What follows belongs to an exercise in optimizing a design on an open flow for a short achievable clock period and few clock cycles; a production flow would make more cautious choices. Function was checked by simulation only, so behaviour that the tests miss may differ from the original.

[design/flow/design.v]
`default_nettype none
package pcpu_pkg;
	localparam int WORD_WIDTH    = 16;
	localparam int ADDR_WIDTH    = 8;
	localparam int MEM_DEPTH     = 64;
	localparam int MEM_IDX_WIDTH = 6;
	localparam int REG_COUNT     = 8;
	localparam int REG_IDX_WIDTH = 3;
	localparam int OP_MSB     = 15;
	localparam int OP_LSB     = 11;
	localparam int R1_MSB     = 10;
	localparam int R2_MSB     = 6;
	localparam int R3_MSB     = 2;
	localparam int IMM4_WIDTH = 4;
	localparam int IMM8_WIDTH = 8;
	typedef logic [WORD_WIDTH-1:0]    word_t;
	typedef logic [ADDR_WIDTH-1:0]    addr_t;
	typedef logic [REG_IDX_WIDTH-1:0] reg_idx_t;
	typedef logic [OP_MSB-OP_LSB:0]   opcode_e;
	localparam logic [4:0] OP_NOP   = 5'b00000;
	localparam logic [4:0] OP_HALT  = 5'b00001;
	localparam logic [4:0] OP_LOAD  = 5'b00010;
	localparam logic [4:0] OP_STORE = 5'b00011;
	localparam logic [4:0] OP_SLL   = 5'b00100;
	localparam logic [4:0] OP_SLA   = 5'b00101;
	localparam logic [4:0] OP_SRL   = 5'b00110;
	localparam logic [4:0] OP_SRA   = 5'b00111;
	localparam logic [4:0] OP_ADD   = 5'b01000;
	localparam logic [4:0] OP_ADDI  = 5'b01001;
	localparam logic [4:0] OP_SUB   = 5'b01011;
	localparam logic [4:0] OP_AND   = 5'b01101;
	localparam logic [4:0] OP_XOR   = 5'b01110;
	localparam logic [4:0] OP_OR    = 5'b01111;
	localparam logic [4:0] OP_LDIH  = 5'b10000;
	localparam logic [4:0] OP_SUBI  = 5'b10011;
	typedef logic run_state_e;
	localparam logic RUN_IDLE = 1'b0;
	localparam logic RUN_EXEC = 1'b1;
	localparam logic [15:0] NOP_WORD = '0;
	function automatic opcode_e op_of(input word_t ir);
		op_of = ir[OP_MSB:OP_LSB];
	endfunction
	function automatic reg_idx_t r1_of(input word_t ir);
		r1_of = ir[R1_MSB -: REG_IDX_WIDTH];
	endfunction
	function automatic reg_idx_t r2_of(input word_t ir);
		r2_of = ir[R2_MSB -: REG_IDX_WIDTH];
	endfunction
	function automatic reg_idx_t r3_of(input word_t ir);
		r3_of = ir[R3_MSB -: REG_IDX_WIDTH];
	endfunction
	function automatic logic writes_register(input opcode_e op);
		writes_register = (op == OP_LOAD) || (op == OP_LDIH) || (op == OP_ADD)
			|| (op == OP_ADDI) || (op == OP_SUB) || (op == OP_SUBI)
			|| (op == OP_AND) || (op == OP_OR) || (op == OP_XOR)
			|| (op == OP_SLL) || (op == OP_SRL) || (op == OP_SLA) || (op == OP_SRA);
	endfunction
	function automatic logic reads_r3(input opcode_e op);
		reads_r3 = (op == OP_ADD) || (op == OP_SUB) || (op == OP_AND)
			|| (op == OP_OR) || (op == OP_XOR);
	endfunction
	function automatic logic reads_r2(input opcode_e op);
		reads_r2 = (op == OP_LOAD) || (op == OP_STORE) || (op == OP_SLL)
			|| (op == OP_SRL) || (op == OP_SLA) || (op == OP_SRA)
			|| (op == OP_ADD) || (op == OP_SUB) || (op == OP_AND)
			|| (op == OP_OR) || (op == OP_XOR);
	endfunction
	function automatic logic reads_r1(input opcode_e op);
		reads_r1 = (op == OP_ADDI) || (op == OP_SUBI) || (op == OP_LDIH)
			|| (op == OP_STORE);
	endfunction
endpackage
`default_nettype wire
`timescale 1ns/1ps
`default_nettype none
module pcpu_top
(
	input  wire        clock,
	input  wire        reset,
	input  wire        i_imem_we,
	input  wire [7:0]  i_imem_addr,
	input  wire [15:0] i_imem_data,
	input  wire        i_dmem_we,
	input  wire [7:0]  i_dmem_addr,
	input  wire [15:0] i_dmem_data,
	input  wire        i_start,
	input  wire        i_enable,
	output logic       o_running,
	output logic       o_store_valid,
	output logic [7:0]  o_store_addr,
	output logic [15:0] o_store_data
);
	logic [15:0] imem [64];
	logic [15:0] dmem [64];
	logic [15:0] regs [8];
	logic        running;
	logic        halted;
	logic [5:0]  pc;
	logic [15:0] d_ir;
	logic [15:0] e_v1, e_v2, e_v3;
	logic        e_f1, e_f2, e_f3;
	logic [7:0]  e_imm;
	logic        e_add, e_sub, e_and, e_or, e_xor, e_addi, e_subi, e_ldih;
	logic        e_sll, e_srl, e_sra, e_load, e_store, e_we;
	logic [2:0]  e_dest;
	logic [15:0] r_q;
	logic        sv_q;
	logic [7:0]  sa_q;
	logic [15:0] sd_q;
	wire adv = i_enable;
	assign o_running     = running;
	assign o_store_valid = sv_q & i_enable;
	assign o_store_addr  = sa_q;
	assign o_store_data  = sd_q;
	wire [15:0] fw        = imem[pc];
	wire        f_halt    = (fw[15:11] == pcpu_pkg::OP_HALT);
	wire        start_now = !running && i_start && i_enable;
	wire        fetching  = (running && !halted && adv) || start_now;
	always_ff @(posedge clock)
	begin
		if (i_imem_we)
			imem[i_imem_addr[5:0]] <= i_imem_data;
	end
	wire [4:0] d_op = d_ir[15:11];
	wire [2:0] d_r1 = d_ir[10:8];
	wire [2:0] d_r2 = d_ir[6:4];
	wire [2:0] d_r3 = d_ir[2:0];
	wire d_add   = (d_op == pcpu_pkg::OP_ADD);
	wire d_sub   = (d_op == pcpu_pkg::OP_SUB);
	wire d_and   = (d_op == pcpu_pkg::OP_AND);
	wire d_or    = (d_op == pcpu_pkg::OP_OR);
	wire d_xor   = (d_op == pcpu_pkg::OP_XOR);
	wire d_addi  = (d_op == pcpu_pkg::OP_ADDI);
	wire d_subi  = (d_op == pcpu_pkg::OP_SUBI);
	wire d_ldih  = (d_op == pcpu_pkg::OP_LDIH);
	wire d_sll   = (d_op == pcpu_pkg::OP_SLL) || (d_op == pcpu_pkg::OP_SLA);
	wire d_srl   = (d_op == pcpu_pkg::OP_SRL);
	wire d_sra   = (d_op == pcpu_pkg::OP_SRA);
	wire d_load  = (d_op == pcpu_pkg::OP_LOAD);
	wire d_store = (d_op == pcpu_pkg::OP_STORE);
	wire d_we    = d_add | d_sub | d_and | d_or | d_xor | d_addi | d_subi | d_ldih
		| d_sll | d_srl | d_sra | d_load;
	wire [15:0] a = e_f2 ? r_q : e_v2;
	wire [15:0] b = e_f3 ? r_q : e_v3;
	wire [15:0] c = e_f1 ? r_q : e_v1;
	wire [5:0]  ea6 = a[5:0] + {2'd0, e_imm[3:0]};
	wire [7:0]  ea8 = a[7:0] + {4'd0, e_imm[3:0]};
	wire [15:0] ld  = dmem[ea6];
	logic [15:0] result;
	always_comb
	begin
		result = '0;
		if (e_add)  result = result | (a + b);
		if (e_sub)  result = result | (a - b);
		if (e_and)  result = result | (a & b);
		if (e_or)   result = result | (a | b);
		if (e_xor)  result = result | (a ^ b);
		if (e_addi) result = result | (c + {8'd0, e_imm});
		if (e_subi) result = result | (c - {8'd0, e_imm});
		if (e_ldih) result = result | {c[15:8] + e_imm, c[7:0]};
		if (e_sll)  result = result | (a << e_imm[3:0]);
		if (e_srl)  result = result | (a >> e_imm[3:0]);
		if (e_sra)  result = result | 16'($signed(a) >>> e_imm[3:0]);
		if (e_load) result = result | ld;
	end
	always_ff @(posedge clock)
	begin
		if (adv && e_store)
			dmem[ea6] <= c;
		else if (i_dmem_we)
			dmem[i_dmem_addr[5:0]] <= i_dmem_data;
	end
	always_ff @(posedge clock or negedge reset)
	begin
		if (!reset)
		begin
			for (int i = 0; i < 8; i++)
				regs[i] <= '0;
		end
		else if (adv && e_we)
			regs[e_dest] <= result;
	end
	always_ff @(posedge clock or negedge reset)
	begin
		if (!reset)
		begin
			running <= 1'b0;
			halted  <= 1'b0;
			pc      <= '0;
			d_ir    <= '0;
			e_add   <= 1'b0; e_sub  <= 1'b0; e_and  <= 1'b0; e_or   <= 1'b0;
			e_xor   <= 1'b0; e_addi <= 1'b0; e_subi <= 1'b0; e_ldih <= 1'b0;
			e_sll   <= 1'b0; e_srl  <= 1'b0; e_sra  <= 1'b0; e_load <= 1'b0;
			e_store <= 1'b0; e_we   <= 1'b0;
			e_f1    <= 1'b0; e_f2   <= 1'b0; e_f3   <= 1'b0;
			sv_q    <= 1'b0;
		end
		else
		begin
			if (start_now)
				running <= 1'b1;
			else if (running && adv && (halted || f_halt) && !d_store && !e_store)
				running <= 1'b0;
			if (start_now)
				halted <= f_halt;
			else if (fetching && f_halt)
				halted <= 1'b1;
			if (fetching)
			begin
				if (f_halt)
				begin
					pc   <= '0;
					d_ir <= '0;
				end
				else
				begin
					pc   <= pc + 6'd1;
					d_ir <= fw;
				end
			end
			else if (adv)
				d_ir <= '0;
			if (adv)
			begin
				e_add   <= d_add;  e_sub  <= d_sub;  e_and  <= d_and;  e_or   <= d_or;
				e_xor   <= d_xor;  e_addi <= d_addi; e_subi <= d_subi; e_ldih <= d_ldih;
				e_sll   <= d_sll;  e_srl  <= d_srl;  e_sra  <= d_sra;  e_load <= d_load;
				e_store <= d_store;
				e_we    <= d_we;
				e_f1    <= e_we && (e_dest == d_r1);
				e_f2    <= e_we && (e_dest == d_r2);
				e_f3    <= e_we && (e_dest == d_r3);
				sv_q    <= e_store;
			end
		end
	end
	always_ff @(posedge clock)
	begin
		if (adv)
		begin
			e_v1   <= regs[d_r1];
			e_v2   <= regs[d_r2];
			e_v3   <= regs[d_r3];
			e_imm  <= d_ir[7:0];
			e_dest <= d_r1;
			r_q    <= result;
			if (e_store)
			begin
				sa_q <= ea8;
				sd_q <= c;
			end
		end
	end
endmodule
`default_nettype wire
[design/flow/run.sh]
#!/bin/bash
# synth_recipe.tcl (not shown) runs the flow's synth.tcl, then flattens the netlist and writes it again
# the make line also repeats each setting of config.mk as NAME=value (left out here)
make -C /OpenROAD-flow-scripts/flow DESIGN_CONFIG=/design/flow/config.mk WORK_HOME=/design/flow/orfs CLKGATE_MAP_FILE= SYNTH_SCRIPT=/design/flow/synth_recipe.tcl finish
[design/flow/config.mk]
export PLATFORM = sky130hd
export DESIGN_NAME = pcpu_top
export DESIGN_NICKNAME = pcpu_top
export VERILOG_FILES = /design/flow/design.v
export SDC_FILE = /design/flow/constraint.sdc
export NUM_CORES = 4
export LEC_CHECK = 0
export ABC_CLOCK_PERIOD_IN_PS = 3000
export CAP_MARGIN = 20
export CORE_MARGIN = 2
export CORE_UTILIZATION = 30
export SETUP_SLACK_MARGIN = 2.5
export SLEW_MARGIN = 20
export TNS_END_PERCENT = 10
[design/flow/constraint.sdc]
create_clock -name core_clock -period 6.5 [get_ports {clock}]
set_input_delay 1.3000 -clock core_clock [delete_from_list [all_inputs] [get_ports {clock}]]
set_output_delay 1.3000 -clock core_clock [all_outputs]
set_load 0.01 [all_outputs]
==> reports/summary.txt, run 1 <==
Initial antenna violation count - 16
Clk pin slew, worst setup/hold paths - 0.06 ns
Reg-to-Reg Start - e_f2
Overflow after GRT - 0
Clock tree buffer depth - 4
Nets@finish - 5,901
TritonCTS Buffers - 234
Hold slack - 0.431 ns
Final setup margin - 1.93 ns
H-tree depth - 4
Worst EP required - 7.13 ns
Worst-path cell chain - mux2_4 > ha_4 > fa_4 > buf_12 > buf_8 > buf_12 > mux4_2 > mux2i_2 > mux4_2 > o22ai_4 > a31o_4 > nor4b_4 > buf_6 > buf_8 > inv_1
Reg2Reg Capture Point - r_q[10]
DRT antenna net count - 0
MaxCap Viol Count - 0
DRT Wirelength - 274 mm
Fin crit share - 70.3%
Row cnt - 210
Vias per cell - 5.27
Die height - 576 µm
Die span in x - 576 µm
R2R Setup Slk - 1.93 ns
Top_reg_cell synth - edfxtp_1
Post-synth ARST share - 7.34%
Flops & latches, synth - 2,317
Setup CP Type - flop to flop
Clock latency (worst-skew pair) - 0.89 ns
Syn Std Cell Area - 98,200 µm²
Crit. End Element - flop
Startpoint Class - flop
Routed WL per cell - 26.6 µm
FF-to-FF path depth - 15
Share of cells above drive strength 1 - 27.8%
Syn nets - 5,538
Worst path depth - 15
Placed cell areas - 106,000 µm²
Mapped Cells - 5,402
Crit path to - r_q[10]
Top-Level Pins - 80
Synth warn - 2
Tightest Pin Transition - 1.15 ns
Largest net degree at the start of global routing - 71
Via count - 54,300
Max_slew headroom - 23.3%
Post-synth cell types - 94
Initial Util - 30.1%
Die area - 332,000 µm²
Fin area - 115,000 µm²
# hold bufs at CTS - 0
Drt drc - 0
Placed Cells - 9,797
Worst path slowest cell - fa_4
Post-synth top cells - edfxtp_1 (2,147), mux4_2 (640), nor2_1 (419), mux2i_1 (254), a21oi_1 (252)
Final count of pins violating max slew - 0
CORE AREA - 326,000 µm²
RSZ-0062 raised after global routing - yes
CP max stage delay - 0.86 ns
Top cells by area, synth - edfxtp_1 (66%), mux4_2 (15%), dfrtp_1 (4.3%), mux2i_1 (2.6%), nor2_1 (1.6%)
I/O Buffers - 75
Min-delay worst type - input port to async pin
Layout overhead on the synthesized area - 17.4%
FILL cells - 30,500
FMAX - 219 MHz
Worst clock skew - 0.0692 ns
Setup TNS - 0 ns
Sequential cell area fraction in the yosys report - 70.0%
Fin crit period - 4.57 ns
Setup violators final - 0
Non-Filler Instances - 10,300
Pre-CTS setup slack - 0.819 ns
Crit Path Max Fanout - 12
Post-synth top area share - 65.7%
Fin. Hold Viols - 0
Status - no timing/DRC/antenna violations
HPWL after DPL - 170 mm
Crit. Startpoint - e_f2
Gpl congestion - 0.925
Vias in the first global route - 53,900
CP top delay family - multiplexers
WP buf/inv - 6
Initial DRT Pass Iterations - 6
Number of synthesized flops with an enable pin - 2,147
Crit path DAT - 5.20 ns
Most frequent cell after synthesis - edfxtp_1
Syn Area/Cell - 18.2 µm²
GRT Util Overall - 16.1%
CTS tree - built
First-pass GRT wire length - 392 mm
Root Buffer - clkbuf_16
Clock Sinks - 2,317
DR iter-0 viols - 6,681
Largest area contributor in the netlist - edfxtp_1
==> worst reg2reg max path, delay by kind of cell (launching register included) <==
kind | cells | cell delay [ns]
muxes | 4 | 1.32
adders and majority gates | 2 | 1.05
buffers and inverters | 6 | 0.87
DFF | 1 | 0.47
AOI/OAI and AO/OA | 2 | 0.36
and+or+nand+nor | 1 | 0.26
==> how the worst min path moves through the flow <==
stage | slack, ns | end | startpoint
finish | 0.43 | regs[4][2] | reset
global route | 0.45 | regs[1][2] | reset
CTS | 0.39 | regs[4][3] | reset
detailed placement | 0.45 | e_imm[3] | d_ir[3]
global placement | 0.43 | e_imm[3] | d_ir[3]
floorplan | 0.42 | e_dest[0] | d_ir[8]
==> cells by family (layout without fill, tap and decap cells) <==
kind of cell               count (synthesis)  in the layout  synth area share (%)
DFF                                     2317           2317                  70.0
muxes                                    953            953                  18.0
and+or+nand+nor                          859            861                  3.87
AOI/OAI and AO/OA                        693            694                  4.61
buffers and inverters                    464           1013                  2.06
adders and majority gates                 82             82                  1.09
xor gates and xnor gates                  34             34                 0.319
other                                      0             11                     0
==> sequential cells by signal, indices dropped and copies added (netlist names), 3 cells and up <==
| register | cells |
|---|---|
| sd_q | 16 |
| e_v1 | 16 |
| imem | 1024 |
| dmem | 1024 |
| sa_q | 8 |
| d_ir | 16 |
| e_v3 | 16 |
| pc | 6 |
| regs | 128 |
| e_imm | 8 |
| r_q | 16 |
| e_dest | 3 |
| e_v2 | 16 |
==> layer usage <==
layer	routed length [µm]	vias up	GRT usage (%)	part of all wire (%)
met5	80	-	0	0.029
met4	7510	12	4.35	2.7
met3	21400	400	2.91	7.8
met2	129000	2359	25.6	47
met1	116000	28900	22.8	43
li1	-	22700	-	-
==> layout by cell type (no fill, tap or decap), drive strengths merged, types with 38 or more instances in the layout <==
cell type,instances
buf,381
nor3,38
mux2i,258
a21oi,255
dfrtp,170
clkbuf,290
nand3,62
clkdlybuf4s50,57
o21ai,90
clkinv,107
o22ai,57
edfxtp,2147
nor2,419
ha,76
mux4,644
mux2,51
inv,144
nand2,196
==> repair_timing <==
| item | CTS | global route |
|---|---|---|
| cloned | 12 | 2 |
| gates resized for setup | 176 | 82 |
| setup endpoints to repair | 1189 | 1189 |
| pin swaps | 18 | 7 |
| hold endpoints to repair | 0 | 0 |
| buffers inserted | 40 | 21 |
==> stage by stage <==
stage               util (%)
floorplan                  -
global placement        32.3
detailed placement      32.4
CTS                     35.1
global route            35.3
finish                  35.3
==> final cells by class <==
class | instances | area (µm²) | area share [%]
Timing Repair Buffer | 442 | 4210 | 3.66
Clock inverter | 136 | 1280 | 1.11
Antenna cell | 11 | 27.5 | 0.0239
Inverter | 146 | 562 | 0.488
Tap cell | 4346 | 5440 | 4.72
Multi-Input combinational cell | 2624 | 28800 | 25.0
Sequential cell | 2317 | 68700 | 59.7
Clock buffer | 289 | 6150 | 5.34
Testbench counts, summed over its fixed seeds: cycles 20,444.
==> run 2, diff against run 1 <==
--- a/design/flow/design.v
+++ b/design/flow/design.v
@@ -108,5 +108,5 @@
 	logic [7:0]  sa_q;
 	logic [15:0] sd_q;
-	wire adv = i_enable;
+	wire adv = i_enable || !running;
 	assign o_running     = running;
 	assign o_store_valid = sv_q & i_enable;
--- a/design/flow/config.mk
+++ b/design/flow/config.mk
@@ -7,8 +7,8 @@
 export LEC_CHECK = 0
 export ABC_CLOCK_PERIOD_IN_PS = 3000
-export CAP_MARGIN = 20
+export CAP_MARGIN = 35
 export CORE_MARGIN = 2
 export CORE_UTILIZATION = 30
 export SETUP_SLACK_MARGIN = 2.5
-export SLEW_MARGIN = 20
+export SLEW_MARGIN = 30
 export TNS_END_PERCENT = 10
==> run 2 against run 1 <==
Area after synthesis up 0.36%. Synthesized cell count is 0.44% lower. Clock-buffer cell count is 13 lower. First-iteration DRC count down 0.84%. Routed wire length up 3.5%. Hold slack better by 0.020 ns. Sequential share of layout area is 1.4 points lower. Register-to-register slack got worse by 0.10 ns. Non-clock buffer count increased by 70. Cell area up 2.4%. Utilization increased by 0.76 points.
==> reports/summary.txt, run 2 <==
Crit path DAT - 5.27 ns (was 5.20 ns)
Top_reg_cell synth - edfxtp_1 (unchanged)
I/O Buffers - 75 (unchanged)
Multi-input logic area - 29,800 µm² (was 28,800 µm²)
Final count of pins violating max slew - 0 (unchanged)
Crit Path Max Fanout - 8 (was 12)
Post-synth top cells - edfxtp_1 (2,147), mux4_2 (628), nor2_1 (376), nand2_1 (219), mux2i_1 (216) (was edfxtp_1 (2,147), mux4_2 (640), nor2_1 (419), mux2i_1 (254), a21oi_1 (252))
Top-Level Pins - 80 (unchanged)
Largest net degree at the start of global routing - 99 (was 71)
GRT Util Overall - 16.6% (was 16.1%)
Clock latency (worst-skew pair) - 0.91 ns (was 0.89 ns)
Fin crit period - 4.67 ns (was 4.57 ns)
TritonCTS Buffers - 239 (was 234)
Placed Cells - 9,757 (was 9,797)
Number of synthesized flops with an enable pin - 2,147 (unchanged)
Setup TNS - 0 ns (unchanged)
# hold bufs at CTS - 0 (unchanged)
Setup CP Type - flop to flop (unchanged)
Routed WL per cell - 27.4 µm (was 26.6 µm)
Via count - 55,100 (was 54,300)
Most common cell after layout, fill and taps aside - edfxtp_1 (unchanged)
Top cells by area, synth - edfxtp_1 (65%), mux4_2 (14%), dfrtp_1 (4.3%), mux2i_1 (2.2%), nor2_1 (1.4%) (was edfxtp_1 (66%), mux4_2 (15%), dfrtp_1 (4.3%), mux2i_1 (2.6%), nor2_1 (1.6%))
Non-Filler Instances - 10,400 (was 10,300)
RSZ-0062 raised after global routing - yes (unchanged)
Most frequent cells in the layout - edfxtp_1 (2,147), mux4_2 (629), buf_4 (306) (was edfxtp_1 (2,147), mux4_2 (643), nor2_1 (358))
Worst clock skew - 0.0821 ns (was 0.0692 ns)
DRT antenna net count - 0 (unchanged)
Setup violators final - 0 (unchanged)
Mapped Cells - 5,378 (was 5,402)
Clock tree buffer depth - 4 (unchanged)
Syn Std Cell Area - 98,500 µm² (was 98,200 µm²)
Worst EP required - 7.10 ns (was 7.13 ns)
Min-delay worst type - input port to async pin (unchanged)
Gpl congestion - 0.912 (was 0.925)
Row cnt - 210 (unchanged)
Final core utilization - 36.1% (was 35.3%)
CORE AREA - 327,000 µm² (was 326,000 µm²)
Drt drc - 0 (unchanged)
Syn Area/Cell - 18.3 µm² (was 18.2 µm²)
DR iter-0 viols - 6,625 (was 6,681)
Startpoint Class - flop (unchanged)
Post-synth ARST share - 7.34% (unchanged)
HPWL after DPL - 172 mm (was 170 mm)
Flops & latches, synth - 2,317 (unchanged)
Status - no timing/DRC/antenna violations (unchanged)
Fin crit share - 71.8% (was 70.3%)
Layout overhead on the synthesized area - 19.7% (was 17.4%)
Overflow after GRT - 0 (unchanged)
Clock Sinks - 2,317 (unchanged)
H-tree depth - 4 (unchanged)
Share of cells above drive strength 1 - 30.3% (was 27.8%)
CTS tree - built (unchanged)
Crit. End Element - flop (unchanged)
FILL cells - 30,100 (was 30,500)
Die area - 333,000 µm² (was 332,000 µm²)
Syn nets - 5,514 (was 5,538)
Most frequent cell after synthesis - edfxtp_1 (unchanged)
FMAX - 214 MHz (was 219 MHz)
Post-synth cell types - 96 (was 94)
Tightest Pin Transition - 1.03 ns (was 1.15 ns)
Nets@finish - 5,955 (was 5,901)
Largest area contributor in the netlist - edfxtp_1 (unchanged)
FF+latch area - 68,700 µm² (unchanged)
Sequential cell area fraction in the yosys report - 69.8% (was 70.0%)
Fin. Hold Viols - 0 (unchanged)
Initial DRT Pass Iterations - 9 (was 6)
Post-synth top area share - 65.4% (was 65.7%)
Clk pin slew, worst setup/hold paths - 0.06 ns (about the same)
Root Buffer - clkbuf_16 (unchanged)
MaxCap Viol Count - 0 (unchanged)
First-pass GRT wire length - 403 mm (was 392 mm)
DRT Wirelength - 284 mm (was 274 mm)
Vias in the first global route - 54,600 (was 53,900)
Initial Util - 30.1% (about the same)
Synth warn - 2 (unchanged)
Die span in x - 577 µm (was 576 µm)
Die height - 577 µm (was 576 µm)
Max_slew headroom - 30.9% (was 23.3%)
Vias per cell - 5.32 (was 5.27)
Initial antenna violation count - 23 (was 16)
## run 2: area by class of cell
cell class | count | area share [%]
Antenna cell | 5 | 0.0106
Clock buffer | 276 | 5.26
Clock inverter | 150 | 1.33
Inverter | 131 | 0.459
Multi-Input combinational cell | 2617 | 25.3
Sequential cell | 2317 | 58.3
Tap cell | 4346 | 4.61
Timing Repair Buffer | 512 | 4.78
Timing Repair inverter | 1 | 0.00742
## run 2: path summary, 6_finish.rpt
path	start	end	slack, ns	depth (start not counted)
worst max-delay path	e_f2	r_q[11]	1.83	16
worst min-delay path	reset	regs[3][13]	0.45	1
worst max register to register	e_f2	r_q[11]	1.83	16
worst min register to register	d_ir[7]	e_imm[7]	0.46	0
max in group asynchronous	reset	regs[3][5]	4.94	3
min in group core_clock	d_ir[7]	e_imm[7]	0.46	0
## run 2: kinds of logic after synthesis
| kind of cell | after synthesis | share of synthesized area (%) |
|---|---|---|
| AOI/OAI and AO/OA | 699 | 4.87 |
| buffers and inverters | 449 | 2.08 |
| and+or+nand+nor | 857 | 3.93 |
| muxes | 932 | 17.9 |
| DFF | 2317 | 69.8 |
| adders and majority gates | 82 | 1.09 |
| xor gates and xnor gates | 42 | 0.373 |
## run 2: metal layers
layer  vias to the layer above  global-route usage [%]  routed length (µm)
li1                      22800                       -                   -
met2                      2531                    25.9              131000
met3                       495                    2.88               23000
met4                         8                    5.37               10700
met1                     29200                    23.5              119000
met5                         -                       0                  62
## run 2: timing repair
action | CTS | global route
hold endpoints to repair | 0 | 0
cloned | 24 | 5
gates resized for setup | 326 | 106
endpoints found under the setup margin | 1801 | 1415
setup buffers | 91 | 43
pin swaps | 49 | 14
## run 2: critical path: stages, from the launching register on
cell      delay, ns
dfrtp_2        0.47
mux2i_4        0.34
inv_4          0.12
fa_4           0.89
buf_12         0.15
buf_16         0.12
buf_4          0.14
buf_12         0.11
mux4_2         0.32
mux2i_4        0.23
mux4_2         0.39
nor2_1         0.08
or4_4          0.45
a211oi_4       0.20
buf_4          0.16
buf_8          0.14
inv_1          0.04
## run 2: per-stage QoR
| stage | hold WS, ns | setup slack, ns | cell area (µm²) |
|---|---|---|---|
| finish | 0.451 | 1.83 | 118000 |
| global placement | 0.442 | 0.766 | 106000 |
| detailed placement | 0.445 | 0.717 | 106000 |
| CTS | 0.460 | 1.83 | 117000 |
| floorplan | 0.423 | 1.98 | 98700 |
| global route | 0.436 | 1.74 | 118000 |
Testbench counts of run 2, summed over its fixed seeds: cycles 20,444.

## port drivers added, routing unchanged
The results above use ideal ports. As a check the final layouts listed here were re-extracted and re-timed, cells and wires unchanged.
Step 1, drivers: a clkbuf_16 drives clock and a buf_2 each remaining input, both assumed.
Step 2 also shifts input and output timing later by t, the mid clock arrival at the registers, as if the neighbouring blocks saw the same clock.
Three values: ideal, step 1, step 2; two values: the first two.
run | shift t [ns] | setup slack, ns | worst setup path after step 2 | worst data-port slew with drivers (ns) | cell pins on the clock port's net
run 1 | 0.977 | 1.932 / 1.932 / 1.730 | input to register | 0.17 | 1
run 2 | 0.944 | 1.830 / 1.830 / 1.405 | input to register | 0.16 | 1
After both steps setup and hold are still met in every run listed. For run 2, which loses most, drivers alone change the setup slack by 0.000 ns; drivers and shift together by -0.425 ns.
